From an optimization exercise on the open Yosys and OpenROAD flow, aimed at small area, a short achievable clock period and few clock cycles per item; shortcuts taken in it are not production practice.
Function was checked by simulation only, so behaviour that the tests miss may differ from the original.

**flow/design.v**
```verilog
package rsti_pkg;
    localparam int MAX_DIGITS = 16;
    localparam int IDX_W      = 4;
    localparam int CNT_W      = 5;
    localparam int VAL_W      = 64;
    localparam int LO_W       = 32;
    localparam logic [7:0] CH_MINUS = 8'h2D;
    localparam logic [7:0] CH_PLUS  = 8'h2B;
    localparam logic [7:0] CH_SPACE = 8'h20;
    localparam logic [7:0] CH_LF    = 8'h0A;
    localparam logic [7:0] CH_TAB   = 8'h09;
    localparam logic [7:0] CH_CR    = 8'h0D;
    localparam logic [7:0] CH_VT    = 8'h0B;
    localparam logic [7:0] CH_FF    = 8'h0C;
    localparam logic [7:0] CH_NUL   = 8'h00;
    localparam logic [1:0] REG_RADIX       = 2'd0;
    localparam logic [1:0] REG_DIGIT_COUNT = 2'd1;
    localparam logic [1:0] REG_DIGITS_LOW  = 2'd2;
    localparam logic [1:0] REG_DIGITS_HIGH = 2'd3;
    localparam logic [4:0]  RST_RADIX       = 5'd10;
    localparam logic [4:0]  RST_DIGIT_COUNT = 5'd10;
    localparam logic [63:0] RST_DIGITS_LOW  = 64'h3736_3534_3332_3130;
    localparam logic [63:0] RST_DIGITS_HIGH = 64'h0000_0000_0000_3938;
    typedef enum logic [1:0] {
        PH_WS   = 2'd0,
        PH_SIGN = 2'd1,
        PH_DIG  = 2'd2,
        PH_DONE = 2'd3
    } t_phase;
    typedef struct packed {
        logic             first;
        logic             space;
        logic             minus;
        logic             plus;
        logic             hit;
        logic [3:0]       idx;
    } t_tok;
    function automatic logic [7:0] booth(input logic [4:0] r);
        logic one0, two0, neg0, one1, two1, neg1, one2, two2;
        one0 = r[0];
        two0 = r[1] && !r[0];
        neg0 = r[1];
        one1 = r[1] ^ r[2];
        two1 = (r[3:1] == 3'b011) || (r[3:1] == 3'b100);
        neg1 = r[3] && !(r[2] && r[1]);
        one2 = r[3] ^ r[4];
        two2 = r[3] && r[4];
        booth = {two2, one2, neg1, two1, one1, neg0, two0, one0};
    endfunction
endpackage
module rsti_front (
    input  logic                        i_clk,
    input  logic                        i_rst_n,
    input  logic                        i_valid,
    output logic                        o_ready,
    input  logic [7:0]                  i_ch,
    input  logic                        i_first,
    input  logic [rsti_pkg::CNT_W-1:0]  i_digit_count,
    input  logic [2*rsti_pkg::VAL_W-1:0] i_alphabet,
    output logic                        o_qvalid,
    output rsti_pkg::t_tok              o_qtok,
    input  logic                        i_qpop
);
    rsti_pkg::t_tok                     w_tok;
    rsti_pkg::t_tok                     r_tok;
    logic                               r_tvalid;
    logic [7:0]                         w_entry;
    logic                               w_big;
    logic                               w_nul;
    always_comb begin
        w_big       = i_digit_count[4];
        w_nul       = (i_ch == rsti_pkg::CH_NUL);
        w_tok.first = i_first;
        w_tok.space = (i_ch == rsti_pkg::CH_SPACE) || (i_ch == rsti_pkg::CH_LF) ||
                      (i_ch == rsti_pkg::CH_TAB) || (i_ch == rsti_pkg::CH_CR) ||
                      (i_ch == rsti_pkg::CH_VT) || (i_ch == rsti_pkg::CH_FF);
        w_tok.minus = (i_ch == rsti_pkg::CH_MINUS);
        w_tok.plus  = (i_ch == rsti_pkg::CH_PLUS);
        w_tok.hit   = 1'b0;
        w_tok.idx   = '0;
        w_entry     = '0;
        for (int k = rsti_pkg::MAX_DIGITS - 1; k >= 0; k--) begin
            w_entry = i_alphabet[8*k +: 8];
            if ((w_big || (4'(k) < i_digit_count[3:0])) && !w_nul && (w_entry == i_ch)) begin
                w_tok.hit = 1'b1;
                w_tok.idx = rsti_pkg::IDX_W'(k);
            end
        end
    end
    assign o_ready  = i_qpop;
    assign o_qvalid = r_tvalid;
    assign o_qtok   = r_tok;
    always_ff @(posedge i_clk) begin
        if (i_qpop) begin
            r_tok <= w_tok;
        end
    end
    always_ff @(posedge i_clk) begin
        if (!i_rst_n) begin
            r_tvalid <= 1'b0;
        end else if (i_qpop) begin
            r_tvalid <= i_valid;
        end
    end
endmodule
module rsti_back (
    input  logic                          i_clk,
    input  logic                          i_rst_n,
    input  logic                          i_qvalid,
    input  rsti_pkg::t_tok                i_qtok,
    output logic                          o_qpop,
    input  logic [7:0]                    i_booth,
    input  logic [4:0]                    i_rm1,
    output logic                          o_valid,
    input  logic                          i_ready,
    output logic signed [rsti_pkg::VAL_W-1:0] o_value
);
    localparam int LO_W = rsti_pkg::LO_W;
    localparam int HI_W = rsti_pkg::VAL_W - LO_W;
    rsti_pkg::t_phase               r_phase;
    rsti_pkg::t_phase               n_phase;
    rsti_pkg::t_phase               w_ph;
    logic                           r_par;
    logic                           n_par;
    logic                           w_par;
    logic [LO_W-1:0]                r_lo;
    logic [HI_W-1:0]                r_hi;
    logic [LO_W-1:0]                w_lo_mac;
    logic                           w_lo_c;
    logic [4:0]                     w_lo_ca;
    logic [4:0]                     w_lo_cb;
    logic [4:0]                     w_carry;
    logic [HI_W-1:0]                w_hi_mac;
    logic [5:0]                     w_f;
    logic [LO_W-1:0]                w_lo_ld;
    logic [HI_W-1:0]                w_hi_ld;
    logic [4:0]                     r_ca;
    logic [4:0]                     r_cb;
    logic                           r_c;
    logic                           r_hmac;
    logic                           r_oval;
    logic                           w_run;
    logic                           w_pop;
    logic                           w_pre;
    logic                           w_emit;
    logic                           w_dig;
    logic                           w_rz;
    logic                           w_mac;
    logic                           w_load;
    logic                           w_lo_load;
    logic                           w_lo_step;
    logic                           w_lo_keep;
    logic                           w_hi_step;
    logic                           w_hi_keep;
    logic [LO_W-1:0]                w_lo_next;
    logic [HI_W-1:0]                w_hi_next;
    assign w_run   = !r_oval || i_ready;
    assign w_pop   = i_qvalid && w_run;
    assign o_qpop  = w_run;
    assign o_valid = r_oval;
    assign o_value = {r_hi, r_lo} ^ {rsti_pkg::VAL_W{r_par}};
    always_comb begin
        w_ph   = i_qtok.first ? rsti_pkg::PH_WS : r_phase;
        w_par  = i_qtok.first ? 1'b0 : r_par;
        w_pre  = (w_ph == rsti_pkg::PH_WS) || (w_ph == rsti_pkg::PH_SIGN);
        w_emit = 1'b0;
        w_dig  = 1'b0;
        n_phase = w_ph;
        n_par   = w_par;
        if (w_ph == rsti_pkg::PH_DONE) begin
            n_phase = rsti_pkg::PH_DONE;
        end else if ((w_ph == rsti_pkg::PH_WS) && i_qtok.space) begin
            n_phase = rsti_pkg::PH_WS;
        end else if (w_pre && i_qtok.minus) begin
            n_phase = rsti_pkg::PH_SIGN;
            n_par   = ~w_par;
        end else if (w_pre && i_qtok.plus) begin
            n_phase = rsti_pkg::PH_SIGN;
        end else if (i_qtok.hit) begin
            w_dig   = 1'b1;
            n_phase = rsti_pkg::PH_DIG;
        end else begin
            w_emit  = 1'b1;
            n_phase = rsti_pkg::PH_DONE;
        end
    end
    always_comb begin
        w_rz    = !(i_booth[0] || i_booth[1] || i_booth[3] || i_booth[4] ||
                    i_booth[6] || i_booth[7]);
        w_mac   = w_dig && !i_qtok.first && !w_rz;
        w_load  = i_qtok.first || (w_pre && i_qtok.minus) || (w_dig && w_rz);
        w_f     = 6'(i_qtok.idx) + (r_par ? 6'(i_rm1) : 6'd0);
        if (w_dig) begin
            w_lo_ld = w_par ? {{(LO_W-4){i_qtok.idx == '0}}, i_qtok.idx - 4'd1}
                            : LO_W'(i_qtok.idx);
            w_hi_ld = {HI_W{w_par && (i_qtok.idx == '0)}};
        end else begin
            w_lo_ld = {LO_W{n_par}};
            w_hi_ld = {HI_W{n_par}};
        end
    end
    rsti_mac_lo u_mac_lo (
        .i_v (r_lo),
        .i_b (i_booth),
        .i_f (w_f),
        .o_y (w_lo_mac),
        .o_c (w_lo_c),
        .o_ca (w_lo_ca),
        .o_cb (w_lo_cb)
    );
    assign w_carry = r_ca + r_cb + 5'(r_c);
    rsti_mac_hi u_mac_hi (
        .i_v (r_hi),
        .i_b (i_booth),
        .i_c (w_carry),
        .o_y (w_hi_mac)
    );
    always_comb begin
        w_lo_load = w_pop && w_load;
        w_lo_step = w_pop && w_mac;
        w_lo_keep = !(w_lo_load || w_lo_step);
        w_hi_step = r_hmac && !w_lo_load;
        w_hi_keep = !(w_lo_load || w_hi_step);
        w_lo_next = ({LO_W{w_lo_load}} & w_lo_ld) | ({LO_W{w_lo_step}} & w_lo_mac) |
                    ({LO_W{w_lo_keep}} & r_lo);
        w_hi_next = ({HI_W{w_lo_load}} & w_hi_ld) | ({HI_W{w_hi_step}} & w_hi_mac) |
                    ({HI_W{w_hi_keep}} & r_hi);
    end
    always_ff @(posedge i_clk) begin
        r_lo <= w_lo_next;
        r_hi <= w_hi_next;
        r_ca <= w_lo_ca;
        r_cb <= w_lo_cb;
        r_c  <= w_lo_c;
    end
    always_ff @(posedge i_clk) begin
        if (!i_rst_n) begin
            r_phase <= rsti_pkg::PH_DONE;
            r_par   <= 1'b0;
            r_oval  <= 1'b0;
            r_hmac  <= 1'b0;
        end else begin
            if (w_pop && w_emit) begin
                r_oval <= 1'b1;
            end else if (i_ready) begin
                r_oval <= 1'b0;
            end
            if (w_pop) begin
                r_phase <= n_phase;
                r_par   <= n_par;
            end
            r_hmac <= w_pop && w_mac;
        end
    end
endmodule
module rsti_mac_lo (
    input  logic [31:0] i_v,
    input  logic [7:0] i_b,
    input  logic [5:0] i_f,
    output logic [31:0] o_y,
    output logic o_c,
    output logic [4:0] o_ca,
    output logic [4:0] o_cb
);
    logic t0;
    logic t1;
    logic t2;
    logic t3;
    logic t4;
    logic t5;
    logic t6;
    logic t7;
    logic t8;
    logic t9;
    logic t10;
    logic t11;
    logic t12;
    logic t13;
    logic t14;
    logic t15;
    logic t16;
    logic t17;
    logic t18;
    logic t19;
    logic t20;
    logic t21;
    logic t22;
    logic t23;
    logic t24;
    logic t25;
    logic t26;
    logic t27;
    logic t28;
    logic t29;
    logic t30;
    logic t31;
    logic t32;
    logic t33;
    logic t34;
    logic t35;
    logic t36;
    logic t37;
    logic t38;
    logic t39;
    logic t40;
    logic t41;
    logic t42;
    logic t43;
    logic t44;
    logic t45;
    logic t46;
    logic t47;
    logic t48;
    logic t49;
    logic t50;
    logic t51;
    logic t52;
    logic t53;
    logic t54;
    logic t55;
    logic t56;
    logic t57;
    logic t58;
    logic t59;
    logic t60;
    logic t61;
    logic t62;
    logic t63;
    logic t64;
    logic t65;
    logic t66;
    logic t67;
    logic t68;
    logic t69;
    logic t70;
    logic t71;
    logic t72;
    logic t73;
    logic t74;
    logic t75;
    logic t76;
    logic t77;
    logic t78;
    logic t79;
    logic t80;
    logic t81;
    logic t82;
    logic t83;
    logic t84;
    logic t85;
    logic t86;
    logic t87;
    logic t88;
    logic t89;
    logic t90;
    logic t91;
    logic t92;
    logic t93;
    logic t94;
    logic t95;
    logic t96;
    logic t97;
    logic t98;
    logic t99;
    logic t100;
    logic t101;
    logic t102;
    logic t103;
    logic t104;
    logic t105;
    logic t106;
    logic t107;
    logic t108;
    logic t109;
    logic t110;
    logic t111;
    logic t112;
    logic t113;
    logic t114;
    logic t115;
    logic t116;
    logic t117;
    logic t118;
    logic t119;
    logic t120;
    logic t121;
    logic t122;
    logic t123;
    logic t124;
    logic t125;
    logic t126;
    logic t127;
    logic t128;
    logic t129;
    logic t130;
    logic t131;
    logic t132;
    logic t133;
    logic t134;
    logic t135;
    logic t136;
    logic t137;
    logic t138;
    logic t139;
    logic t140;
    logic t141;
    logic t142;
    logic t143;
    logic t144;
    logic t145;
    logic t146;
    logic t147;
    logic t148;
    logic t149;
    logic t150;
    logic t151;
    logic t152;
    logic t153;
    logic t154;
    logic t155;
    logic t156;
    logic t157;
    logic t158;
    logic t159;
    logic t160;
    logic t161;
    logic t162;
    logic t163;
    logic t164;
    logic t165;
    logic t166;
    logic t167;
    logic t168;
    logic t169;
    logic t170;
    logic t171;
    logic t172;
    logic t173;
    logic t174;
    logic t175;
    logic t176;
    logic t177;
    logic t178;
    logic t179;
    logic t180;
    logic t181;
    logic t182;
    logic t183;
    logic t184;
    logic t185;
    logic t186;
    logic t187;
    logic t188;
    logic t189;
    logic t190;
    logic t191;
    logic t192;
    logic t193;
    logic t194;
    logic t195;
    logic t196;
    logic t197;
    logic t198;
    logic t199;
    logic t200;
    logic t201;
    logic t202;
    logic t203;
    logic t204;
    logic t205;
    logic t206;
    logic t207;
    logic t208;
    logic t209;
    logic t210;
    logic t211;
    logic t212;
    logic t213;
    logic t214;
    logic t215;
    logic t216;
    logic t217;
    logic t218;
    logic t219;
    logic t220;
    logic t221;
    logic t222;
    logic t223;
    logic t224;
    logic t225;
    logic t226;
    logic t227;
    logic t228;
    logic t229;
    logic t230;
    logic t231;
    logic t232;
    logic t233;
    logic t234;
    logic t235;
    logic t236;
    logic t237;
    logic t238;
    logic t239;
    logic t240;
    logic t241;
    logic t242;
    assign t0 = ((i_b[0] & i_v[0])) ^ i_b[2];
    assign t1 = ((i_b[0] & i_v[1]) | (i_b[1] & i_v[0])) ^ i_b[2];
    assign t2 = ((i_b[0] & i_v[2]) | (i_b[1] & i_v[1])) ^ i_b[2];
    assign t3 = ((i_b[0] & i_v[3]) | (i_b[1] & i_v[2])) ^ i_b[2];
    assign t4 = ((i_b[0] & i_v[4]) | (i_b[1] & i_v[3])) ^ i_b[2];
    assign t5 = ((i_b[0] & i_v[5]) | (i_b[1] & i_v[4])) ^ i_b[2];
    assign t6 = ((i_b[0] & i_v[6]) | (i_b[1] & i_v[5])) ^ i_b[2];
    assign t7 = ((i_b[0] & i_v[7]) | (i_b[1] & i_v[6])) ^ i_b[2];
    assign t8 = ((i_b[0] & i_v[8]) | (i_b[1] & i_v[7])) ^ i_b[2];
    assign t9 = ((i_b[0] & i_v[9]) | (i_b[1] & i_v[8])) ^ i_b[2];
    assign t10 = ((i_b[0] & i_v[10]) | (i_b[1] & i_v[9])) ^ i_b[2];
    assign t11 = ((i_b[0] & i_v[11]) | (i_b[1] & i_v[10])) ^ i_b[2];
    assign t12 = ((i_b[0] & i_v[12]) | (i_b[1] & i_v[11])) ^ i_b[2];
    assign t13 = ((i_b[0] & i_v[13]) | (i_b[1] & i_v[12])) ^ i_b[2];
    assign t14 = ((i_b[0] & i_v[14]) | (i_b[1] & i_v[13])) ^ i_b[2];
    assign t15 = ((i_b[0] & i_v[15]) | (i_b[1] & i_v[14])) ^ i_b[2];
    assign t16 = ((i_b[0] & i_v[16]) | (i_b[1] & i_v[15])) ^ i_b[2];
    assign t17 = ((i_b[0] & i_v[17]) | (i_b[1] & i_v[16])) ^ i_b[2];
    assign t18 = ((i_b[0] & i_v[18]) | (i_b[1] & i_v[17])) ^ i_b[2];
    assign t19 = ((i_b[0] & i_v[19]) | (i_b[1] & i_v[18])) ^ i_b[2];
    assign t20 = ((i_b[0] & i_v[20]) | (i_b[1] & i_v[19])) ^ i_b[2];
    assign t21 = ((i_b[0] & i_v[21]) | (i_b[1] & i_v[20])) ^ i_b[2];
    assign t22 = ((i_b[0] & i_v[22]) | (i_b[1] & i_v[21])) ^ i_b[2];
    assign t23 = ((i_b[0] & i_v[23]) | (i_b[1] & i_v[22])) ^ i_b[2];
    assign t24 = ((i_b[0] & i_v[24]) | (i_b[1] & i_v[23])) ^ i_b[2];
    assign t25 = ((i_b[0] & i_v[25]) | (i_b[1] & i_v[24])) ^ i_b[2];
    assign t26 = ((i_b[0] & i_v[26]) | (i_b[1] & i_v[25])) ^ i_b[2];
    assign t27 = ((i_b[0] & i_v[27]) | (i_b[1] & i_v[26])) ^ i_b[2];
    assign t28 = ((i_b[0] & i_v[28]) | (i_b[1] & i_v[27])) ^ i_b[2];
    assign t29 = ((i_b[0] & i_v[29]) | (i_b[1] & i_v[28])) ^ i_b[2];
    assign t30 = ((i_b[0] & i_v[30]) | (i_b[1] & i_v[29])) ^ i_b[2];
    assign t31 = ((i_b[0] & i_v[31]) | (i_b[1] & i_v[30])) ^ i_b[2];
    assign t32 = ((i_b[1] & i_v[31])) ^ i_b[2];
    assign t33 = ((i_b[3] & i_v[0])) ^ i_b[5];
    assign t34 = ((i_b[3] & i_v[1]) | (i_b[4] & i_v[0])) ^ i_b[5];
    assign t35 = ((i_b[3] & i_v[2]) | (i_b[4] & i_v[1])) ^ i_b[5];
    assign t36 = ((i_b[3] & i_v[3]) | (i_b[4] & i_v[2])) ^ i_b[5];
    assign t37 = ((i_b[3] & i_v[4]) | (i_b[4] & i_v[3])) ^ i_b[5];
    assign t38 = ((i_b[3] & i_v[5]) | (i_b[4] & i_v[4])) ^ i_b[5];
    assign t39 = ((i_b[3] & i_v[6]) | (i_b[4] & i_v[5])) ^ i_b[5];
    assign t40 = ((i_b[3] & i_v[7]) | (i_b[4] & i_v[6])) ^ i_b[5];
    assign t41 = ((i_b[3] & i_v[8]) | (i_b[4] & i_v[7])) ^ i_b[5];
    assign t42 = ((i_b[3] & i_v[9]) | (i_b[4] & i_v[8])) ^ i_b[5];
    assign t43 = ((i_b[3] & i_v[10]) | (i_b[4] & i_v[9])) ^ i_b[5];
    assign t44 = ((i_b[3] & i_v[11]) | (i_b[4] & i_v[10])) ^ i_b[5];
    assign t45 = ((i_b[3] & i_v[12]) | (i_b[4] & i_v[11])) ^ i_b[5];
    assign t46 = ((i_b[3] & i_v[13]) | (i_b[4] & i_v[12])) ^ i_b[5];
    assign t47 = ((i_b[3] & i_v[14]) | (i_b[4] & i_v[13])) ^ i_b[5];
    assign t48 = ((i_b[3] & i_v[15]) | (i_b[4] & i_v[14])) ^ i_b[5];
    assign t49 = ((i_b[3] & i_v[16]) | (i_b[4] & i_v[15])) ^ i_b[5];
    assign t50 = ((i_b[3] & i_v[17]) | (i_b[4] & i_v[16])) ^ i_b[5];
    assign t51 = ((i_b[3] & i_v[18]) | (i_b[4] & i_v[17])) ^ i_b[5];
    assign t52 = ((i_b[3] & i_v[19]) | (i_b[4] & i_v[18])) ^ i_b[5];
    assign t53 = ((i_b[3] & i_v[20]) | (i_b[4] & i_v[19])) ^ i_b[5];
    assign t54 = ((i_b[3] & i_v[21]) | (i_b[4] & i_v[20])) ^ i_b[5];
    assign t55 = ((i_b[3] & i_v[22]) | (i_b[4] & i_v[21])) ^ i_b[5];
    assign t56 = ((i_b[3] & i_v[23]) | (i_b[4] & i_v[22])) ^ i_b[5];
    assign t57 = ((i_b[3] & i_v[24]) | (i_b[4] & i_v[23])) ^ i_b[5];
    assign t58 = ((i_b[3] & i_v[25]) | (i_b[4] & i_v[24])) ^ i_b[5];
    assign t59 = ((i_b[3] & i_v[26]) | (i_b[4] & i_v[25])) ^ i_b[5];
    assign t60 = ((i_b[3] & i_v[27]) | (i_b[4] & i_v[26])) ^ i_b[5];
    assign t61 = ((i_b[3] & i_v[28]) | (i_b[4] & i_v[27])) ^ i_b[5];
    assign t62 = ((i_b[3] & i_v[29]) | (i_b[4] & i_v[28])) ^ i_b[5];
    assign t63 = ((i_b[3] & i_v[30]) | (i_b[4] & i_v[29])) ^ i_b[5];
    assign t64 = ((i_b[3] & i_v[31]) | (i_b[4] & i_v[30])) ^ i_b[5];
    assign t65 = ((i_b[4] & i_v[31])) ^ i_b[5];
    assign t66 = (i_b[6] & i_v[0]);
    assign t67 = (i_b[6] & i_v[1]) | (i_b[7] & i_v[0]);
    assign t68 = (i_b[6] & i_v[2]) | (i_b[7] & i_v[1]);
    assign t69 = (i_b[6] & i_v[3]) | (i_b[7] & i_v[2]);
    assign t70 = (i_b[6] & i_v[4]) | (i_b[7] & i_v[3]);
    assign t71 = (i_b[6] & i_v[5]) | (i_b[7] & i_v[4]);
    assign t72 = (i_b[6] & i_v[6]) | (i_b[7] & i_v[5]);
    assign t73 = (i_b[6] & i_v[7]) | (i_b[7] & i_v[6]);
    assign t74 = (i_b[6] & i_v[8]) | (i_b[7] & i_v[7]);
    assign t75 = (i_b[6] & i_v[9]) | (i_b[7] & i_v[8]);
    assign t76 = (i_b[6] & i_v[10]) | (i_b[7] & i_v[9]);
    assign t77 = (i_b[6] & i_v[11]) | (i_b[7] & i_v[10]);
    assign t78 = (i_b[6] & i_v[12]) | (i_b[7] & i_v[11]);
    assign t79 = (i_b[6] & i_v[13]) | (i_b[7] & i_v[12]);
    assign t80 = (i_b[6] & i_v[14]) | (i_b[7] & i_v[13]);
    assign t81 = (i_b[6] & i_v[15]) | (i_b[7] & i_v[14]);
    assign t82 = (i_b[6] & i_v[16]) | (i_b[7] & i_v[15]);
    assign t83 = (i_b[6] & i_v[17]) | (i_b[7] & i_v[16]);
    assign t84 = (i_b[6] & i_v[18]) | (i_b[7] & i_v[17]);
    assign t85 = (i_b[6] & i_v[19]) | (i_b[7] & i_v[18]);
    assign t86 = (i_b[6] & i_v[20]) | (i_b[7] & i_v[19]);
    assign t87 = (i_b[6] & i_v[21]) | (i_b[7] & i_v[20]);
    assign t88 = (i_b[6] & i_v[22]) | (i_b[7] & i_v[21]);
    assign t89 = (i_b[6] & i_v[23]) | (i_b[7] & i_v[22]);
    assign t90 = (i_b[6] & i_v[24]) | (i_b[7] & i_v[23]);
    assign t91 = (i_b[6] & i_v[25]) | (i_b[7] & i_v[24]);
    assign t92 = (i_b[6] & i_v[26]) | (i_b[7] & i_v[25]);
    assign t93 = (i_b[6] & i_v[27]) | (i_b[7] & i_v[26]);
    assign t94 = (i_b[6] & i_v[28]) | (i_b[7] & i_v[27]);
    assign t95 = (i_b[6] & i_v[29]) | (i_b[7] & i_v[28]);
    assign t96 = (i_b[6] & i_v[30]) | (i_b[7] & i_v[29]);
    assign t97 = (i_b[6] & i_v[31]) | (i_b[7] & i_v[30]);
    assign t98 = (i_b[7] & i_v[31]);
    assign t99 = t2 ^ t33;
    assign t100 = t2 & t33;
    assign t101 = t3 ^ t34;
    assign t102 = t3 & t34;
    assign t103 = t4 ^ t35 ^ t66;
    assign t104 = (t4 & t35) | (t4 & t66) | (t35 & t66);
    assign t105 = t5 ^ t36 ^ t67;
    assign t106 = (t5 & t36) | (t5 & t67) | (t36 & t67);
    assign t107 = t6 ^ t37;
    assign t108 = t6 & t37;
    assign t109 = t7 ^ t38;
    assign t110 = t7 & t38;
    assign t111 = t8 ^ t39;
    assign t112 = t8 & t39;
    assign t113 = t9 ^ t40;
    assign t114 = t9 & t40;
    assign t115 = t10 ^ t41;
    assign t116 = t10 & t41;
    assign t117 = t11 ^ t42;
    assign t118 = t11 & t42;
    assign t119 = t12 ^ t43;
    assign t120 = t12 & t43;
    assign t121 = t13 ^ t44;
    assign t122 = t13 & t44;
    assign t123 = t14 ^ t45;
    assign t124 = t14 & t45;
    assign t125 = t15 ^ t46;
    assign t126 = t15 & t46;
    assign t127 = t16 ^ t47;
    assign t128 = t16 & t47;
    assign t129 = t17 ^ t48;
    assign t130 = t17 & t48;
    assign t131 = t18 ^ t49;
    assign t132 = t18 & t49;
    assign t133 = t19 ^ t50;
    assign t134 = t19 & t50;
    assign t135 = t20 ^ t51;
    assign t136 = t20 & t51;
    assign t137 = t21 ^ t52;
    assign t138 = t21 & t52;
    assign t139 = t22 ^ t53;
    assign t140 = t22 & t53;
    assign t141 = t23 ^ t54;
    assign t142 = t23 & t54;
    assign t143 = t24 ^ t55;
    assign t144 = t24 & t55;
    assign t145 = t25 ^ t56;
    assign t146 = t25 & t56;
    assign t147 = t26 ^ t57;
    assign t148 = t26 & t57;
    assign t149 = t27 ^ t58;
    assign t150 = t27 & t58;
    assign t151 = t28 ^ t59;
    assign t152 = t28 & t59;
    assign t153 = t29 ^ t60;
    assign t154 = t29 & t60;
    assign t155 = t30 ^ t61;
    assign t156 = t30 & t61;
    assign t157 = t31 ^ t62;
    assign t158 = t31 & t62;
    assign t159 = t32 ^ t63;
    assign t160 = t32 & t63;
    assign t161 = i_b[2] ^ t64;
    assign t162 = i_b[2] & t64;
    assign t163 = i_b[2] ^ t65;
    assign t164 = i_b[2] & t65;
    assign t165 = i_b[2] ^ i_b[5];
    assign t166 = i_b[2] & i_b[5];
    assign t167 = i_b[2] ^ i_b[5];
    assign t168 = i_b[2] & i_b[5];
    assign t169 = t0 ^ i_b[2];
    assign t170 = t0 & i_b[2];
    assign t171 = t1 ^ i_f[1];
    assign t172 = t1 & i_f[1];
    assign t173 = t99 ^ i_b[5] ^ i_f[2];
    assign t174 = (t99 & i_b[5]) | (t99 & i_f[2]) | (i_b[5] & i_f[2]);
    assign t175 = t100 ^ t101 ^ i_f[3];
    assign t176 = (t100 & t101) | (t100 & i_f[3]) | (t101 & i_f[3]);
    assign t177 = t102 ^ t103 ^ i_f[4];
    assign t178 = (t102 & t103) | (t102 & i_f[4]) | (t103 & i_f[4]);
    assign t179 = t104 ^ t105 ^ i_f[5];
    assign t180 = (t104 & t105) | (t104 & i_f[5]) | (t105 & i_f[5]);
    assign t181 = t106 ^ t107 ^ t68;
    assign t182 = (t106 & t107) | (t106 & t68) | (t107 & t68);
    assign t183 = t108 ^ t109 ^ t69;
    assign t184 = (t108 & t109) | (t108 & t69) | (t109 & t69);
    assign t185 = t110 ^ t111 ^ t70;
    assign t186 = (t110 & t111) | (t110 & t70) | (t111 & t70);
    assign t187 = t112 ^ t113 ^ t71;
    assign t188 = (t112 & t113) | (t112 & t71) | (t113 & t71);
    assign t189 = t114 ^ t115 ^ t72;
    assign t190 = (t114 & t115) | (t114 & t72) | (t115 & t72);
    assign t191 = t116 ^ t117 ^ t73;
    assign t192 = (t116 & t117) | (t116 & t73) | (t117 & t73);
    assign t193 = t118 ^ t119 ^ t74;
    assign t194 = (t118 & t119) | (t118 & t74) | (t119 & t74);
    assign t195 = t120 ^ t121 ^ t75;
    assign t196 = (t120 & t121) | (t120 & t75) | (t121 & t75);
    assign t197 = t122 ^ t123 ^ t76;
    assign t198 = (t122 & t123) | (t122 & t76) | (t123 & t76);
    assign t199 = t124 ^ t125 ^ t77;
    assign t200 = (t124 & t125) | (t124 & t77) | (t125 & t77);
    assign t201 = t126 ^ t127 ^ t78;
    assign t202 = (t126 & t127) | (t126 & t78) | (t127 & t78);
    assign t203 = t128 ^ t129 ^ t79;
    assign t204 = (t128 & t129) | (t128 & t79) | (t129 & t79);
    assign t205 = t130 ^ t131 ^ t80;
    assign t206 = (t130 & t131) | (t130 & t80) | (t131 & t80);
    assign t207 = t132 ^ t133 ^ t81;
    assign t208 = (t132 & t133) | (t132 & t81) | (t133 & t81);
    assign t209 = t134 ^ t135 ^ t82;
    assign t210 = (t134 & t135) | (t134 & t82) | (t135 & t82);
    assign t211 = t136 ^ t137 ^ t83;
    assign t212 = (t136 & t137) | (t136 & t83) | (t137 & t83);
    assign t213 = t138 ^ t139 ^ t84;
    assign t214 = (t138 & t139) | (t138 & t84) | (t139 & t84);
    assign t215 = t140 ^ t141 ^ t85;
    assign t216 = (t140 & t141) | (t140 & t85) | (t141 & t85);
    assign t217 = t142 ^ t143 ^ t86;
    assign t218 = (t142 & t143) | (t142 & t86) | (t143 & t86);
    assign t219 = t144 ^ t145 ^ t87;
    assign t220 = (t144 & t145) | (t144 & t87) | (t145 & t87);
    assign t221 = t146 ^ t147 ^ t88;
    assign t222 = (t146 & t147) | (t146 & t88) | (t147 & t88);
    assign t223 = t148 ^ t149 ^ t89;
    assign t224 = (t148 & t149) | (t148 & t89) | (t149 & t89);
    assign t225 = t150 ^ t151 ^ t90;
    assign t226 = (t150 & t151) | (t150 & t90) | (t151 & t90);
    assign t227 = t152 ^ t153 ^ t91;
    assign t228 = (t152 & t153) | (t152 & t91) | (t153 & t91);
    assign t229 = t154 ^ t155 ^ t92;
    assign t230 = (t154 & t155) | (t154 & t92) | (t155 & t92);
    assign t231 = t156 ^ t157 ^ t93;
    assign t232 = (t156 & t157) | (t156 & t93) | (t157 & t93);
    assign t233 = t158 ^ t159 ^ t94;
    assign t234 = (t158 & t159) | (t158 & t94) | (t159 & t94);
    assign t235 = t160 ^ t161 ^ t95;
    assign t236 = (t160 & t161) | (t160 & t95) | (t161 & t95);
    assign t237 = t162 ^ t163 ^ t96;
    assign t238 = (t162 & t163) | (t162 & t96) | (t163 & t96);
    assign t239 = t164 ^ t165 ^ t97;
    assign t240 = (t164 & t165) | (t164 & t97) | (t165 & t97);
    assign t241 = t166 ^ t167 ^ t98;
    assign t242 = (t166 & t167) | (t166 & t98) | (t167 & t98);
    assign {o_c, o_y} = {1'b0, t230, t228, t226, t224, t222, t220, t218, t216, t214, t212, t210, t208, t206, t204, t202, t200, t198, t196, t194, t192, t190, t188, t186, t184, t182, t180, t178, t176, t174, t172, t170, t169} + {1'b0, t231, t229, t227, t225, t223, t221, t219, t217, t215, t213, t211, t209, t207, t205, t203, t201, t199, t197, t195, t193, t191, t189, t187, t185, t183, t181, t179, t177, t175, t173, t171, i_f[0]};
    assign o_ca = {t240, t238, t236, t234, t232};
    assign o_cb = {t241, t239, t237, t235, t233};
endmodule
module rsti_mac_hi (
    input  logic [31:0] i_v,
    input  logic [7:0] i_b,
    input  logic [4:0] i_c,
    output logic [31:0] o_y
);
    logic t0;
    logic t1;
    logic t2;
    logic t3;
    logic t4;
    logic t5;
    logic t6;
    logic t7;
    logic t8;
    logic t9;
    logic t10;
    logic t11;
    logic t12;
    logic t13;
    logic t14;
    logic t15;
    logic t16;
    logic t17;
    logic t18;
    logic t19;
    logic t20;
    logic t21;
    logic t22;
    logic t23;
    logic t24;
    logic t25;
    logic t26;
    logic t27;
    logic t28;
    logic t29;
    logic t30;
    logic t31;
    logic t32;
    logic t33;
    logic t34;
    logic t35;
    logic t36;
    logic t37;
    logic t38;
    logic t39;
    logic t40;
    logic t41;
    logic t42;
    logic t43;
    logic t44;
    logic t45;
    logic t46;
    logic t47;
    logic t48;
    logic t49;
    logic t50;
    logic t51;
    logic t52;
    logic t53;
    logic t54;
    logic t55;
    logic t56;
    logic t57;
    logic t58;
    logic t59;
    logic t60;
    logic t61;
    logic t62;
    logic t63;
    logic t64;
    logic t65;
    logic t66;
    logic t67;
    logic t68;
    logic t69;
    logic t70;
    logic t71;
    logic t72;
    logic t73;
    logic t74;
    logic t75;
    logic t76;
    logic t77;
    logic t78;
    logic t79;
    logic t80;
    logic t81;
    logic t82;
    logic t83;
    logic t84;
    logic t85;
    logic t86;
    logic t87;
    logic t88;
    logic t89;
    logic t90;
    logic t91;
    logic t92;
    logic t93;
    logic t94;
    logic t95;
    logic t96;
    logic t97;
    logic t98;
    logic t99;
    logic t100;
    logic t101;
    logic t102;
    logic t103;
    logic t104;
    logic t105;
    logic t106;
    logic t107;
    logic t108;
    logic t109;
    logic t110;
    logic t111;
    logic t112;
    logic t113;
    logic t114;
    logic t115;
    logic t116;
    logic t117;
    logic t118;
    logic t119;
    logic t120;
    logic t121;
    logic t122;
    logic t123;
    logic t124;
    logic t125;
    logic t126;
    logic t127;
    logic t128;
    logic t129;
    logic t130;
    logic t131;
    logic t132;
    logic t133;
    logic t134;
    logic t135;
    logic t136;
    logic t137;
    logic t138;
    logic t139;
    logic t140;
    logic t141;
    logic t142;
    logic t143;
    logic t144;
    logic t145;
    logic t146;
    logic t147;
    logic t148;
    logic t149;
    logic t150;
    logic t151;
    logic t152;
    logic t153;
    logic t154;
    logic t155;
    logic t156;
    logic t157;
    logic t158;
    logic t159;
    logic t160;
    logic t161;
    logic t162;
    logic t163;
    logic t164;
    logic t165;
    logic t166;
    logic t167;
    logic t168;
    logic t169;
    logic t170;
    logic t171;
    logic t172;
    logic t173;
    logic t174;
    logic t175;
    logic t176;
    logic t177;
    logic t178;
    logic t179;
    logic t180;
    logic t181;
    logic t182;
    logic t183;
    logic t184;
    logic t185;
    logic t186;
    logic t187;
    logic t188;
    logic t189;
    logic t190;
    logic t191;
    logic t192;
    logic t193;
    logic t194;
    logic t195;
    logic t196;
    logic t197;
    logic t198;
    logic t199;
    logic t200;
    logic t201;
    logic t202;
    logic t203;
    logic t204;
    logic t205;
    logic t206;
    logic t207;
    logic t208;
    logic t209;
    logic t210;
    logic t211;
    logic t212;
    logic t213;
    assign t0 = ((i_b[0] & i_v[0])) ^ i_b[2];
    assign t1 = ((i_b[0] & i_v[1]) | (i_b[1] & i_v[0])) ^ i_b[2];
    assign t2 = ((i_b[0] & i_v[2]) | (i_b[1] & i_v[1])) ^ i_b[2];
    assign t3 = ((i_b[0] & i_v[3]) | (i_b[1] & i_v[2])) ^ i_b[2];
    assign t4 = ((i_b[0] & i_v[4]) | (i_b[1] & i_v[3])) ^ i_b[2];
    assign t5 = ((i_b[0] & i_v[5]) | (i_b[1] & i_v[4])) ^ i_b[2];
    assign t6 = ((i_b[0] & i_v[6]) | (i_b[1] & i_v[5])) ^ i_b[2];
    assign t7 = ((i_b[0] & i_v[7]) | (i_b[1] & i_v[6])) ^ i_b[2];
    assign t8 = ((i_b[0] & i_v[8]) | (i_b[1] & i_v[7])) ^ i_b[2];
    assign t9 = ((i_b[0] & i_v[9]) | (i_b[1] & i_v[8])) ^ i_b[2];
    assign t10 = ((i_b[0] & i_v[10]) | (i_b[1] & i_v[9])) ^ i_b[2];
    assign t11 = ((i_b[0] & i_v[11]) | (i_b[1] & i_v[10])) ^ i_b[2];
    assign t12 = ((i_b[0] & i_v[12]) | (i_b[1] & i_v[11])) ^ i_b[2];
    assign t13 = ((i_b[0] & i_v[13]) | (i_b[1] & i_v[12])) ^ i_b[2];
    assign t14 = ((i_b[0] & i_v[14]) | (i_b[1] & i_v[13])) ^ i_b[2];
    assign t15 = ((i_b[0] & i_v[15]) | (i_b[1] & i_v[14])) ^ i_b[2];
    assign t16 = ((i_b[0] & i_v[16]) | (i_b[1] & i_v[15])) ^ i_b[2];
    assign t17 = ((i_b[0] & i_v[17]) | (i_b[1] & i_v[16])) ^ i_b[2];
    assign t18 = ((i_b[0] & i_v[18]) | (i_b[1] & i_v[17])) ^ i_b[2];
    assign t19 = ((i_b[0] & i_v[19]) | (i_b[1] & i_v[18])) ^ i_b[2];
    assign t20 = ((i_b[0] & i_v[20]) | (i_b[1] & i_v[19])) ^ i_b[2];
    assign t21 = ((i_b[0] & i_v[21]) | (i_b[1] & i_v[20])) ^ i_b[2];
    assign t22 = ((i_b[0] & i_v[22]) | (i_b[1] & i_v[21])) ^ i_b[2];
    assign t23 = ((i_b[0] & i_v[23]) | (i_b[1] & i_v[22])) ^ i_b[2];
    assign t24 = ((i_b[0] & i_v[24]) | (i_b[1] & i_v[23])) ^ i_b[2];
    assign t25 = ((i_b[0] & i_v[25]) | (i_b[1] & i_v[24])) ^ i_b[2];
    assign t26 = ((i_b[0] & i_v[26]) | (i_b[1] & i_v[25])) ^ i_b[2];
    assign t27 = ((i_b[0] & i_v[27]) | (i_b[1] & i_v[26])) ^ i_b[2];
    assign t28 = ((i_b[0] & i_v[28]) | (i_b[1] & i_v[27])) ^ i_b[2];
    assign t29 = ((i_b[0] & i_v[29]) | (i_b[1] & i_v[28])) ^ i_b[2];
    assign t30 = ((i_b[0] & i_v[30]) | (i_b[1] & i_v[29])) ^ i_b[2];
    assign t31 = ((i_b[0] & i_v[31]) | (i_b[1] & i_v[30])) ^ i_b[2];
    assign t32 = ((i_b[3] & i_v[0])) ^ i_b[5];
    assign t33 = ((i_b[3] & i_v[1]) | (i_b[4] & i_v[0])) ^ i_b[5];
    assign t34 = ((i_b[3] & i_v[2]) | (i_b[4] & i_v[1])) ^ i_b[5];
    assign t35 = ((i_b[3] & i_v[3]) | (i_b[4] & i_v[2])) ^ i_b[5];
    assign t36 = ((i_b[3] & i_v[4]) | (i_b[4] & i_v[3])) ^ i_b[5];
    assign t37 = ((i_b[3] & i_v[5]) | (i_b[4] & i_v[4])) ^ i_b[5];
    assign t38 = ((i_b[3] & i_v[6]) | (i_b[4] & i_v[5])) ^ i_b[5];
    assign t39 = ((i_b[3] & i_v[7]) | (i_b[4] & i_v[6])) ^ i_b[5];
    assign t40 = ((i_b[3] & i_v[8]) | (i_b[4] & i_v[7])) ^ i_b[5];
    assign t41 = ((i_b[3] & i_v[9]) | (i_b[4] & i_v[8])) ^ i_b[5];
    assign t42 = ((i_b[3] & i_v[10]) | (i_b[4] & i_v[9])) ^ i_b[5];
    assign t43 = ((i_b[3] & i_v[11]) | (i_b[4] & i_v[10])) ^ i_b[5];
    assign t44 = ((i_b[3] & i_v[12]) | (i_b[4] & i_v[11])) ^ i_b[5];
    assign t45 = ((i_b[3] & i_v[13]) | (i_b[4] & i_v[12])) ^ i_b[5];
    assign t46 = ((i_b[3] & i_v[14]) | (i_b[4] & i_v[13])) ^ i_b[5];
    assign t47 = ((i_b[3] & i_v[15]) | (i_b[4] & i_v[14])) ^ i_b[5];
    assign t48 = ((i_b[3] & i_v[16]) | (i_b[4] & i_v[15])) ^ i_b[5];
    assign t49 = ((i_b[3] & i_v[17]) | (i_b[4] & i_v[16])) ^ i_b[5];
    assign t50 = ((i_b[3] & i_v[18]) | (i_b[4] & i_v[17])) ^ i_b[5];
    assign t51 = ((i_b[3] & i_v[19]) | (i_b[4] & i_v[18])) ^ i_b[5];
    assign t52 = ((i_b[3] & i_v[20]) | (i_b[4] & i_v[19])) ^ i_b[5];
    assign t53 = ((i_b[3] & i_v[21]) | (i_b[4] & i_v[20])) ^ i_b[5];
    assign t54 = ((i_b[3] & i_v[22]) | (i_b[4] & i_v[21])) ^ i_b[5];
    assign t55 = ((i_b[3] & i_v[23]) | (i_b[4] & i_v[22])) ^ i_b[5];
    assign t56 = ((i_b[3] & i_v[24]) | (i_b[4] & i_v[23])) ^ i_b[5];
    assign t57 = ((i_b[3] & i_v[25]) | (i_b[4] & i_v[24])) ^ i_b[5];
    assign t58 = ((i_b[3] & i_v[26]) | (i_b[4] & i_v[25])) ^ i_b[5];
    assign t59 = ((i_b[3] & i_v[27]) | (i_b[4] & i_v[26])) ^ i_b[5];
    assign t60 = ((i_b[3] & i_v[28]) | (i_b[4] & i_v[27])) ^ i_b[5];
    assign t61 = ((i_b[3] & i_v[29]) | (i_b[4] & i_v[28])) ^ i_b[5];
    assign t62 = (i_b[6] & i_v[0]);
    assign t63 = (i_b[6] & i_v[1]) | (i_b[7] & i_v[0]);
    assign t64 = (i_b[6] & i_v[2]) | (i_b[7] & i_v[1]);
    assign t65 = (i_b[6] & i_v[3]) | (i_b[7] & i_v[2]);
    assign t66 = (i_b[6] & i_v[4]) | (i_b[7] & i_v[3]);
    assign t67 = (i_b[6] & i_v[5]) | (i_b[7] & i_v[4]);
    assign t68 = (i_b[6] & i_v[6]) | (i_b[7] & i_v[5]);
    assign t69 = (i_b[6] & i_v[7]) | (i_b[7] & i_v[6]);
    assign t70 = (i_b[6] & i_v[8]) | (i_b[7] & i_v[7]);
    assign t71 = (i_b[6] & i_v[9]) | (i_b[7] & i_v[8]);
    assign t72 = (i_b[6] & i_v[10]) | (i_b[7] & i_v[9]);
    assign t73 = (i_b[6] & i_v[11]) | (i_b[7] & i_v[10]);
    assign t74 = (i_b[6] & i_v[12]) | (i_b[7] & i_v[11]);
    assign t75 = (i_b[6] & i_v[13]) | (i_b[7] & i_v[12]);
    assign t76 = (i_b[6] & i_v[14]) | (i_b[7] & i_v[13]);
    assign t77 = (i_b[6] & i_v[15]) | (i_b[7] & i_v[14]);
    assign t78 = (i_b[6] & i_v[16]) | (i_b[7] & i_v[15]);
    assign t79 = (i_b[6] & i_v[17]) | (i_b[7] & i_v[16]);
    assign t80 = (i_b[6] & i_v[18]) | (i_b[7] & i_v[17]);
    assign t81 = (i_b[6] & i_v[19]) | (i_b[7] & i_v[18]);
    assign t82 = (i_b[6] & i_v[20]) | (i_b[7] & i_v[19]);
    assign t83 = (i_b[6] & i_v[21]) | (i_b[7] & i_v[20]);
    assign t84 = (i_b[6] & i_v[22]) | (i_b[7] & i_v[21]);
    assign t85 = (i_b[6] & i_v[23]) | (i_b[7] & i_v[22]);
    assign t86 = (i_b[6] & i_v[24]) | (i_b[7] & i_v[23]);
    assign t87 = (i_b[6] & i_v[25]) | (i_b[7] & i_v[24]);
    assign t88 = (i_b[6] & i_v[26]) | (i_b[7] & i_v[25]);
    assign t89 = (i_b[6] & i_v[27]) | (i_b[7] & i_v[26]);
    assign t90 = t2 ^ t32;
    assign t91 = t2 & t32;
    assign t92 = t3 ^ t33;
    assign t93 = t3 & t33;
    assign t94 = t4 ^ t34 ^ t62;
    assign t95 = (t4 & t34) | (t4 & t62) | (t34 & t62);
    assign t96 = t5 ^ t35;
    assign t97 = t5 & t35;
    assign t98 = t6 ^ t36;
    assign t99 = t6 & t36;
    assign t100 = t7 ^ t37;
    assign t101 = t7 & t37;
    assign t102 = t8 ^ t38;
    assign t103 = t8 & t38;
    assign t104 = t9 ^ t39;
    assign t105 = t9 & t39;
    assign t106 = t10 ^ t40;
    assign t107 = t10 & t40;
    assign t108 = t11 ^ t41;
    assign t109 = t11 & t41;
    assign t110 = t12 ^ t42;
    assign t111 = t12 & t42;
    assign t112 = t13 ^ t43;
    assign t113 = t13 & t43;
    assign t114 = t14 ^ t44;
    assign t115 = t14 & t44;
    assign t116 = t15 ^ t45;
    assign t117 = t15 & t45;
    assign t118 = t16 ^ t46;
    assign t119 = t16 & t46;
    assign t120 = t17 ^ t47;
    assign t121 = t17 & t47;
    assign t122 = t18 ^ t48;
    assign t123 = t18 & t48;
    assign t124 = t19 ^ t49;
    assign t125 = t19 & t49;
    assign t126 = t20 ^ t50;
    assign t127 = t20 & t50;
    assign t128 = t21 ^ t51;
    assign t129 = t21 & t51;
    assign t130 = t22 ^ t52;
    assign t131 = t22 & t52;
    assign t132 = t23 ^ t53;
    assign t133 = t23 & t53;
    assign t134 = t24 ^ t54;
    assign t135 = t24 & t54;
    assign t136 = t25 ^ t55;
    assign t137 = t25 & t55;
    assign t138 = t26 ^ t56;
    assign t139 = t26 & t56;
    assign t140 = t27 ^ t57;
    assign t141 = t27 & t57;
    assign t142 = t28 ^ t58;
    assign t143 = t28 & t58;
    assign t144 = t29 ^ t59;
    assign t145 = t29 & t59;
    assign t146 = t30 ^ t60;
    assign t147 = t30 & t60;
    assign t148 = t31 ^ t61;
    assign t149 = t31 & t61;
    assign t150 = t0 ^ i_b[2];
    assign t151 = t0 & i_b[2];
    assign t152 = t1 ^ i_c[1];
    assign t153 = t1 & i_c[1];
    assign t154 = t90 ^ i_b[5] ^ i_c[2];
    assign t155 = (t90 & i_b[5]) | (t90 & i_c[2]) | (i_b[5] & i_c[2]);
    assign t156 = t91 ^ t92 ^ i_c[3];
    assign t157 = (t91 & t92) | (t91 & i_c[3]) | (t92 & i_c[3]);
    assign t158 = t93 ^ t94 ^ i_c[4];
    assign t159 = (t93 & t94) | (t93 & i_c[4]) | (t94 & i_c[4]);
    assign t160 = t95 ^ t96 ^ t63;
    assign t161 = (t95 & t96) | (t95 & t63) | (t96 & t63);
    assign t162 = t97 ^ t98 ^ t64;
    assign t163 = (t97 & t98) | (t97 & t64) | (t98 & t64);
    assign t164 = t99 ^ t100 ^ t65;
    assign t165 = (t99 & t100) | (t99 & t65) | (t100 & t65);
    assign t166 = t101 ^ t102 ^ t66;
    assign t167 = (t101 & t102) | (t101 & t66) | (t102 & t66);
    assign t168 = t103 ^ t104 ^ t67;
    assign t169 = (t103 & t104) | (t103 & t67) | (t104 & t67);
    assign t170 = t105 ^ t106 ^ t68;
    assign t171 = (t105 & t106) | (t105 & t68) | (t106 & t68);
    assign t172 = t107 ^ t108 ^ t69;
    assign t173 = (t107 & t108) | (t107 & t69) | (t108 & t69);
    assign t174 = t109 ^ t110 ^ t70;
    assign t175 = (t109 & t110) | (t109 & t70) | (t110 & t70);
    assign t176 = t111 ^ t112 ^ t71;
    assign t177 = (t111 & t112) | (t111 & t71) | (t112 & t71);
    assign t178 = t113 ^ t114 ^ t72;
    assign t179 = (t113 & t114) | (t113 & t72) | (t114 & t72);
    assign t180 = t115 ^ t116 ^ t73;
    assign t181 = (t115 & t116) | (t115 & t73) | (t116 & t73);
    assign t182 = t117 ^ t118 ^ t74;
    assign t183 = (t117 & t118) | (t117 & t74) | (t118 & t74);
    assign t184 = t119 ^ t120 ^ t75;
    assign t185 = (t119 & t120) | (t119 & t75) | (t120 & t75);
    assign t186 = t121 ^ t122 ^ t76;
    assign t187 = (t121 & t122) | (t121 & t76) | (t122 & t76);
    assign t188 = t123 ^ t124 ^ t77;
    assign t189 = (t123 & t124) | (t123 & t77) | (t124 & t77);
    assign t190 = t125 ^ t126 ^ t78;
    assign t191 = (t125 & t126) | (t125 & t78) | (t126 & t78);
    assign t192 = t127 ^ t128 ^ t79;
    assign t193 = (t127 & t128) | (t127 & t79) | (t128 & t79);
    assign t194 = t129 ^ t130 ^ t80;
    assign t195 = (t129 & t130) | (t129 & t80) | (t130 & t80);
    assign t196 = t131 ^ t132 ^ t81;
    assign t197 = (t131 & t132) | (t131 & t81) | (t132 & t81);
    assign t198 = t133 ^ t134 ^ t82;
    assign t199 = (t133 & t134) | (t133 & t82) | (t134 & t82);
    assign t200 = t135 ^ t136 ^ t83;
    assign t201 = (t135 & t136) | (t135 & t83) | (t136 & t83);
    assign t202 = t137 ^ t138 ^ t84;
    assign t203 = (t137 & t138) | (t137 & t84) | (t138 & t84);
    assign t204 = t139 ^ t140 ^ t85;
    assign t205 = (t139 & t140) | (t139 & t85) | (t140 & t85);
    assign t206 = t141 ^ t142 ^ t86;
    assign t207 = (t141 & t142) | (t141 & t86) | (t142 & t86);
    assign t208 = t143 ^ t144 ^ t87;
    assign t209 = (t143 & t144) | (t143 & t87) | (t144 & t87);
    assign t210 = t145 ^ t146 ^ t88;
    assign t211 = (t145 & t146) | (t145 & t88) | (t146 & t88);
    assign t212 = t147 ^ t148 ^ t89;
    assign t213 = (t147 & t148) | (t147 & t89) | (t148 & t89);
    assign o_y = {t211, t209, t207, t205, t203, t201, t199, t197, t195, t193, t191, t189, t187, t185, t183, t181, t179, t177, t175, t173, t171, t169, t167, t165, t163, t161, t159, t157, t155, t153, t151, t150} + {t212, t210, t208, t206, t204, t202, t200, t198, t196, t194, t192, t190, t188, t186, t184, t182, t180, t178, t176, t174, t172, t170, t168, t166, t164, t162, t160, t158, t156, t154, t152, i_c[0]};
endmodule
module radix_string_to_integer_unit (
    input  logic                              i_clk,
    input  logic                              i_rst_n,
    input  logic                              i_valid,
    output logic                              o_ready,
    input  logic [7:0]                        i_ch,
    input  logic                              i_first,
    output logic                              o_valid,
    input  logic                              i_ready,
    output logic signed [rsti_pkg::VAL_W-1:0] o_value,
    input  logic                              i_cfg_we,
    input  logic [1:0]                        i_cfg_idx,
    input  logic [rsti_pkg::VAL_W-1:0]        i_cfg_data
);
    logic [7:0]                  r_booth;
    logic [4:0]                  r_rm1;
    logic [rsti_pkg::CNT_W-1:0]  r_digit_count;
    logic [rsti_pkg::VAL_W-1:0]  r_digits_low;
    logic [rsti_pkg::VAL_W-1:0]  r_digits_high;
    logic                        w_qvalid;
    rsti_pkg::t_tok              w_qtok;
    logic                        w_qpop;
    always_ff @(posedge i_clk) begin
        if (!i_rst_n) begin
            r_booth       <= rsti_pkg::booth(rsti_pkg::RST_RADIX);
            r_rm1         <= rsti_pkg::RST_RADIX - 5'd1;
            r_digit_count <= rsti_pkg::RST_DIGIT_COUNT;
            r_digits_low  <= rsti_pkg::RST_DIGITS_LOW;
            r_digits_high <= rsti_pkg::RST_DIGITS_HIGH;
        end else if (i_cfg_we) begin
            case (i_cfg_idx)
                rsti_pkg::REG_RADIX: begin
                    r_booth <= rsti_pkg::booth(i_cfg_data[4:0]);
                    r_rm1   <= i_cfg_data[4:0] - 5'd1;
                end
                rsti_pkg::REG_DIGIT_COUNT: r_digit_count <= i_cfg_data[4:0];
                rsti_pkg::REG_DIGITS_LOW:  r_digits_low  <= i_cfg_data;
                rsti_pkg::REG_DIGITS_HIGH: r_digits_high <= i_cfg_data;
                default: begin
                end
            endcase
        end
    end
    rsti_front u_front (
        .i_clk         (i_clk),
        .i_rst_n       (i_rst_n),
        .i_valid       (i_valid),
        .o_ready       (o_ready),
        .i_ch          (i_ch),
        .i_first       (i_first),
        .i_digit_count (r_digit_count),
        .i_alphabet    ({r_digits_high, r_digits_low}),
        .o_qvalid      (w_qvalid),
        .o_qtok        (w_qtok),
        .i_qpop        (w_qpop)
    );
    rsti_back u_back (
        .i_clk    (i_clk),
        .i_rst_n  (i_rst_n),
        .i_qvalid (w_qvalid),
        .i_qtok   (w_qtok),
        .o_qpop   (w_qpop),
        .i_booth  (r_booth),
        .i_rm1    (r_rm1),
        .o_valid  (o_valid),
        .i_ready  (i_ready),
        .o_value  (o_value)
    );
endmodule
```
**flow/flow/run.sh**
```bash
#!/bin/bash
# Own flow: the standard layout (standard.sh, unchanged synthesis), with
# two changes:
#  - every input and output port still gets its own buffer, but a plain
#    sky130_fd_sc_hd__buf_1 rather than the delay cell buffer_ports picks by
#    itself;
#  - clock tree synthesis adds no dummy loads and drives the register
#    clusters with sky130_fd_sc_hd__clkbuf_4 (the tree above them is as
#    usual).
# standard.sh's output goes to standard.log; each ORFS step keeps its own log
# under orfs/logs/.
set -euo pipefail
bash standard.sh "BUFFER_PORTS_ARGS=-buffer_cell sky130_fd_sc_hd__buf_1" \
  "CTS_ARGS=-sink_clustering_enable -repair_clock_nets -dont_use_dummy_load -sink_clustering_buffer sky130_fd_sc_hd__clkbuf_4" \
  finish > standard.log 2>&1
```
**flow/standard.sh**
```bash
#!/bin/bash
# synth_recipe.tcl (not shown) runs the flow's synth.tcl, then flattens the netlist and writes it again
# the make line also repeats each setting of config.mk as NAME=value (left out here)
make -C /OpenROAD-flow-scripts/flow DESIGN_CONFIG=/design/flow/config.mk WORK_HOME=/design/flow/orfs CLKGATE_MAP_FILE= SYNTH_SCRIPT=/design/flow/synth_recipe.tcl "${@:-finish}"
```
**flow/config.mk**
```make
export PLATFORM = sky130hd
export DESIGN_NAME = radix_string_to_integer_unit
export DESIGN_NICKNAME = radix_string_to_integer_unit
export VERILOG_FILES = /design/flow/design.v
export SDC_FILE = /design/flow/constraint.sdc
export NUM_CORES = 4
export LEC_CHECK = 0
export ABC_AREA = 1
export CAP_MARGIN = 20
export CORE_MARGIN = 2
export CORE_UTILIZATION = 55
export PLACE_DENSITY = 0.7
export SETUP_SLACK_MARGIN = 2.5
export SLEW_MARGIN = 20
```
**flow/constraint.sdc**
```tcl
create_clock -name core_clock -period 6.5 [get_ports {i_clk}]
set_input_delay 1.3000 -clock core_clock [delete_from_list [all_inputs] [get_ports {i_clk}]]
set_output_delay 1.3000 -clock core_clock [all_outputs]
set_load 0.01 [all_outputs]
```
==> results of run 1 <==
worst register-to-register path, cell delays in order (launching register included):
cell and delay [ns]:
dfxtp_4 0.41, inv_16 0.11, o22ai_2 0.23, xor2_1 0.21, fa_1 0.48, fa_1 0.53
ha_4 0.31, nand2_1 0.07, inv_1 0.05, nand2_1 0.05, nand2_1 0.07, a21oi_2 0.05
or2_4 0.26, nand2_2 0.09, nand2_1 0.06, nand2_1 0.09, nand2_1 0.06, inv_1 0.09
nor2_4 0.05, o21bai_4 0.16, nand2_2 0.07, nand2_1 0.06, nand2_1 0.04, nand3_1 0.06
nand3_1 0.06
sequential cells by signal, indices dropped and copies added (netlist names):
name / cells
r_booth: 8
r_digit_count: 5
r_digits_high: 64
r_digits_low: 64
r_rm1: 5
u_back.r_c: 1
u_back.r_ca: 5
u_back.r_cb: 5
u_back.r_hi: 32
u_back.r_hmac: 1
u_back.r_lo: 32
u_back.r_oval: 1
u_back.r_par: 1
u_back.r_phase: 2
u_front.r_tok: 9
u_front.r_tvalid: 1
timing repair:
item | 4_1_cts | 5_1_grt
setup buffers | 14 | 3
pin swaps | 8 | 18
gates resized for setup | 44 | 68
setup endpoints to repair | 55 | 34
gates cloned | 2 | 1
cell usage after synthesis, types with 4 or more instances:
| master | count | area share, % |
|---|---|---|
| nor2_1 | 182 | 3.5 |
| clkbuf_1 | 89 | 1.7 |
| o211ai_1 | 46 | 1.8 |
| o22ai_1 | 180 | 5.8 |
| buf_2 | 25 | 0.65 |
| nand3_1 | 78 | 2.0 |
| o21ai_1 | 17 | 0.44 |
| a21o_1 | 5 | 0.19 |
| o21bai_1 | 4 | 0.16 |
| nand4_1 | 37 | 1.2 |
| or2_2 | 9 | 0.29 |
| xnor2_1 | 27 | 1.2 |
| fa_1 | 70 | 7.2 |
| clkinv_1 | 5 | 0.097 |
| buf_4 | 6 | 0.23 |
| nor4_1 | 18 | 0.58 |
| ha_1 | 139 | 9.0 |
| xor2_1 | 254 | 11 |
| inv_1 | 270 | 5.2 |
| dfxtp_1 | 227 | 23 |
| edfxtp_1 | 9 | 1.4 |
| o21a_1 | 7 | 0.27 |
| a31oi_1 | 12 | 0.39 |
| a21oi_1 | 195 | 5.0 |
| buf_1 | 10 | 0.19 |
| o21ai_0 | 176 | 4.6 |
| inv_2 | 16 | 0.31 |
| nand2_1 | 391 | 7.6 |
| o221ai_1 | 21 | 0.95 |
| nor3_1 | 27 | 0.70 |
kinds of logic after synthesis:
| family | Yosys count | synth area share [%] |
|---|---|---|
| buffers and inverters | 425 | 8.65 |
| xor gates and xnor gates | 281 | 12.7 |
| and+or+nand+nor | 761 | 16.7 |
| adders and majority gates | 210 | 16.3 |
| DFF | 236 | 24.9 |
| AOI/OAI and AO/OA | 687 | 20.7 |
path summary, 6_finish.rpt:
path / endpoint / slack, ns / start
setup / recovery: u_back.r_lo[29] / 2.64 / r_booth[0]
hold / removal: r_rm1[0] / 0.45 / r_rm1[0]
setup reg to reg: u_back.r_lo[29] / 2.64 / r_booth[0]
hold reg to reg: r_rm1[0] / 0.45 / r_rm1[0]
layout make-up:
class / instances / area share, %
clock buffer: 71 / 3.22
tap: 455 / 2.65
inverter: 292 / 5.36
multi-input combinational: 1939 / 61.5
timing repair buffer: 188 / 4.56
sequential: 236 / 22.6
timing repair inverter: 3 / 0.111
per-layer routing:
layer	global-route usage [%]	vias up
met5	0	-
met4	14.1	4
met3	7.56	163
met2	54.5	712
met1	39.0	8851
li1	-	9101
placed cells by master (no fill, tap or decap), types with 8 or more instances in the layout:
master	n
a31oi_1	10
o21ai_0	168
nand4_1	37
nand3_1	78
inv_1	265
clkbuf_4	63
a21oi_2	10
or2_2	9
nor2_1	181
dfxtp_1	219
buf_4	31
nand2_2	8
nor3_1	23
nor4_1	18
edfxtp_1	9
clkbuf_16	9
xnor2_1	27
xor2_1	250
o211ai_1	46
a21oi_1	183
ha_1	131
fa_1	68
o22ai_1	175
buf_1	144
o221ai_1	21
inv_2	16
o21ai_2	8
nand2_1	386
o21ai_1	18
stage by stage:
step,worst slack (ns),cells,instance area (sq um),util (%)
after floorplan,2.51,2600,19400,-
after global placement,1.71,3093,20100,58.1
after detailed placement,1.63,3093,20100,58.1
after CTS,2.51,3180,21100,61.0
after global routing,2.41,3184,21500,61.9
final,2.64,3184,21500,61.9
==> impl_metrics.ini, run 1 <==
[outcome]
outcome = finished clean

[drt]
drtPass1Iterations = 5
wl_met3_microns = 4220
wl_microns = 59600
wl_met2_microns = 28400
highest_layer = met5
routedWlPerCell_microns = 18.7
vias_per_cell = 5.91
wl_met1_microns = 24700
drt_iter0_markers = 1465
via_count = 18800
drc_errors = 0
ant_nets = 0

[logic_synthesis]
syn_area_sq_um = 19300
syn-num-nets = 2889
syn_inst = 2600
synth_edf_count = 9
yosys_register_bits = 236
ys_seq_area_share_pct = 24.9
ys_warn_count = 3
async_reset_ff_share_pct = 0
synth_top_flop_cell = dfxtp_1
ys_types = 58
avgSynthCellArea_sq_um = 7.44

[critical_path]
cp_top_family = adder cells
cp_common_cell = nand2_1
worstPathBufferInverterCount = 3
end_kind = register
start_kind = register
path_cells = inv_16 -> o22ai_2 -> xor2_1 -> fa_1 -> fa_1 -> ha_4 -> nand2_1 -> inv_1 -> nand2_1 -> nand2_1 -> a21oi_2 -> or2_4 -> nand2_2 -> nand2_1 -> nand2_1 -> nand2_1 -> inv_1 -> nor2_4 -> o21bai_4 -> nand2_2 -> nand2_1 -> nand2_1 -> nand3_1 -> nand3_1
crit_type = reg2reg
slowest_delay_ns = 0.53
crit_cells = 24
rr_worst_depth = 24
critical_path.max_fanout = 48
slowest_stage = fa_1
cp.required_ns = 6.88
worstPathArrival_ns = 4.23

[final_layout]
drive_above_1_share_pct = 8.35
area_delta_synth_final_pct = 10.9
multi_input_area_sq_um = 13200
seq_area_sq_um = 4840
fill_cells = 3239
diodes = 0
nNetsFinal = 3020

[timing]
relSlewSlack_pct = 28.2
tightest_slew_ns = 1.07
finalCritPeriodShare_pct = 59.4
setup_viol = 0
fmax_mhz = 259
hold_ws_ns = 0.450
slew_violations = 0
hold_viol = 0
period_needed_ns = 3.86
clock_skew_ns = 0.0431
rsz0062_at_grt = true
setup_tns_ns = 0

[floorplan]
rows = 68
die_h_microns = 192
initial_core_util_pct = 55.9
core_sq_um = 34600
die_w_microns = 192
die_area_sq_um = 36700
ioPinCount = 146

[global_route]
grt_pass1_vias = 18200
grt_overflow = 0
antenna_found_initial = 2
grt_start_max_net_pins = 95
grt_usage_pct = 32.3
grt_pass1_wl_microns = 94100

[placement]
place.gp.congestion = 0.976
io_buffers = 145
dp_hpwl_microns = 40400

[clock_network]
cts_hold_buf = 0
clk_path_buf_depth = 3
clkSinkCount = 236
clk_pin_slew_ns = 0.06
cts_tree = yes
htree_levels = 3
cts-root-buf = clkbuf_16
insertion_delay_ns = 0.54
cts_buffers = 71

[run]
max_cap_viol_count = 0

[min_path]
hold_path_class = reg2reg
min_path_cells = 1

[pwr]
Testbench counts, summed over its fixed seeds: cycles 18,815, items 18,783.
==> run 2, diff against run 1 <==
--- a/flow/config.mk
+++ b/flow/config.mk
@@ -11,4 +11,5 @@
 export CORE_UTILIZATION = 55
 export PLACE_DENSITY = 0.7
+export PLACE_DENSITY_LB_ADDON = 0.1
 export SETUP_SLACK_MARGIN = 2.5
 export SLEW_MARGIN = 20
==> run 2 against run 1 <==
  * Still clean
  * Clock-buffer cell count unchanged
  * Via count grew 0.33%
  * Area after synthesis stayed put
  * Highest routed layer unchanged
  * Critical endpoint unchanged
  * Sequential share of layout area shrank 0.24 points
  * Sequential cell count did not move
  * Global-route usage about the same
  * Hold slack improved by 0.0059 ns
  * First-iteration DRC count up 2.0%
  * Design area up 1.1%
  * Register-to-register slack got worse by 0.07 ns
==> impl_metrics.ini, run 2 <==
[outcome]
outcome = finished clean

[timing]
fmax_mhz = 255
setup_tns_ns = 0
tightest_slew_ns = 1.03
finalCritPeriodShare_pct = 60.4
hold_ws_ns = 0.456
fin_ws_ns = 2.57
setup_viol = 0
slew_violations = 0
rsz0062_at_grt = true
clock_skew_ns = 0.0266

[logic_synthesis]
syn-num-nets = 2889
synth_most_common_cell = nand2_1
synthTopCellsByArea = dfxtp_1 23%, xor2_1 11%, ha_1 9.0%
yosys_register_bits = 236
ys_top_cells_by_count = 391 x nand2_1, 270 x inv_1, 254 x xor2_1
syn_area_sq_um = 19300
synth_edf_count = 9
synth_top_flop_cell = dfxtp_1
async_reset_ff_share_pct = 0

[run]
max_cap_viol_count = 0

[critical_path]
worstPathBufferInverterCount = 4
cp_top_family = adder cells
cp_common_cell = nand2_1
worstPathArrival_ns = 4.28
slowest_delay_ns = 0.56
slowest_stage = fa_1
start_kind = register
critical_path.max_fanout = 5

[clock_network]
clk_pin_slew_ns = 0.06
cts_tree = yes
clkSinkCount = 236
cts_buffers = 71
insertion_delay_ns = 0.54
clk_path_buf_depth = 3
htree_levels = 3

[drt]
routedWlPerCell_microns = 19.0
wl_microns = 60700
drtPass1Iterations = 5
ant_nets = 0
vias_per_cell = 5.90
drc_errors = 0
via_count = 18900
drt_iter0_markers = 1494

[floorplan]
die_w_microns = 192
ioPinCount = 146
core_sq_um = 34600
rows = 68
die_area_sq_um = 36700

[placement]
dp_hpwl_microns = 40300
io_buffers = 145

[global_route]
grt_usage_pct = 32.3
grt_start_max_net_pins = 91
grt_pass1_vias = 18000

[final_layout]
seq_area_sq_um = 4840
area_delta_synth_final_pct = 12.1
reg_top3 = r_digits_high (64), r_digits_low (64)
fill_cells = 3221
diodes = 0
layout_common_cells = 380 x nand2_1, 261 x inv_1, 250 x xor2_1, 218 x dfxtp_1, 187 x a21oi_1
multi_input_area_sq_um = 13300
drive_above_1_share_pct = 9.51
layout_commonest_cell = nand2_1

[min_path]
hold_path_class = reg2reg
==> run 2: cell counts after synthesis <==
No cell type changed its count.
==> run 2: final cells by class <==
| type | instances | area share (%) |
|---|---|---|
| multi-input combinational | 1939 | 61.3 |
| timing repair buffer | 201 | 4.83 |
| sequential | 236 | 22.3 |
| timing repair inverter | 6 | 0.300 |
| inverter | 292 | 5.47 |
| clock buffer | 71 | 3.19 |
| tap | 455 | 2.63 |
==> run 2: through the flow <==
stage / util [%] / std cells / instance area, sq um
global route: 62.6 / 3200 / 21700
global placement: 58.0 / 3090 / 20100
CTS: 60.9 / 3172 / 21100
detailed placement: 58.0 / 3090 / 20100
floorplan: - / 2600 / 19400
finish: 62.6 / 3200 / 21700
==> run 2: repair_timing <==
action,4_1_cts,5_1_grt
resized for setup,48,85
pin swaps,7,25
buffers inserted,9,24
cloned,2,4
hold endpoints to repair,0,0
setup endpoints to repair,50,35
hold buffers,0,0
==> run 2: cell families (layout without fill, tap and decap cells) <==
| group | Yosys count | count (layout) | share of synthesized area [%] |
|---|---|---|---|
| buf+inv | 425 | 570 | 8.65 |
| compound gates | 687 | 687 | 20.7 |
| fa+ha+maj | 210 | 210 | 16.3 |
| flops | 236 | 236 | 24.9 |
| xor+xnor | 281 | 281 | 12.7 |
| simple gates | 761 | 761 | 16.7 |
==> run 2: worst register-to-register path, delay by kind of cell (launching register included) <==
family | cells | cell delay, ns
fa+ha+maj | 4 | 1.40
simple gates | 16 | 1.31
compound gates | 3 | 0.37
flops | 1 | 0.36
buf+inv | 4 | 0.23
xor+xnor | 1 | 0.10
==> run 2: layer usage <==
metal  global-route usage [%]  wire [microns]  vias to the layer above
li1                         -               -                     9136
met1                     40.4           25700                     8824
met2                     54.1           28400                      761
met3                     5.73            4240                      166
met4                     14.4            2260                        6
met5                        0              39                        -
==> run 2: path summary, 6_finish.rpt <==
| path | start | endpoint | slack, ns | cells past startpoint |
|---|---|---|---|---|
| setup / recovery | u_back.r_par | u_back.r_lo[29] | 2.57 | 28 |
| setup reg to reg | u_back.r_par | u_back.r_lo[29] | 2.57 | 28 |
| hold reg to reg | r_rm1[0] | r_rm1[0] | 0.46 | 1 |
| hold / removal | r_rm1[0] | r_rm1[0] | 0.46 | 1 |

[what the ideal ports hide]
How much do the figures lean on ideal ports? The routed layouts below were timed once more, with nothing changed but the port constraints.
Step 1 sets driving cells, clkbuf_16 on the clock port and buf_2 on the other inputs (assumed; they add their load-dependent delay and slew).
Step 2, shift: input delay + t, output delay - t, t = (earliest + latest rising clock arrival at the registers) / 2. This alone moves slack from input paths to output paths.
Three values: ideal ports, drivers, drivers and shift; two values: the first two.
| run | t, ns | setup WS [ns] | worst hold slack (ns) |
|---|---|---|---|
| run 1 | 0.573 | 2.642 / 2.642 / 2.259 | 0.450 / 0.450 / 0.450 |
| run 2 | 0.576 | 2.572 / 2.572 / 2.446 | 0.456 / 0.456 / 0.456 |
After both steps every run listed still meets setup and hold. The setup slack of run 1, which loses most, moves by 0.000 ns with the drivers and by -0.383 ns with both steps.
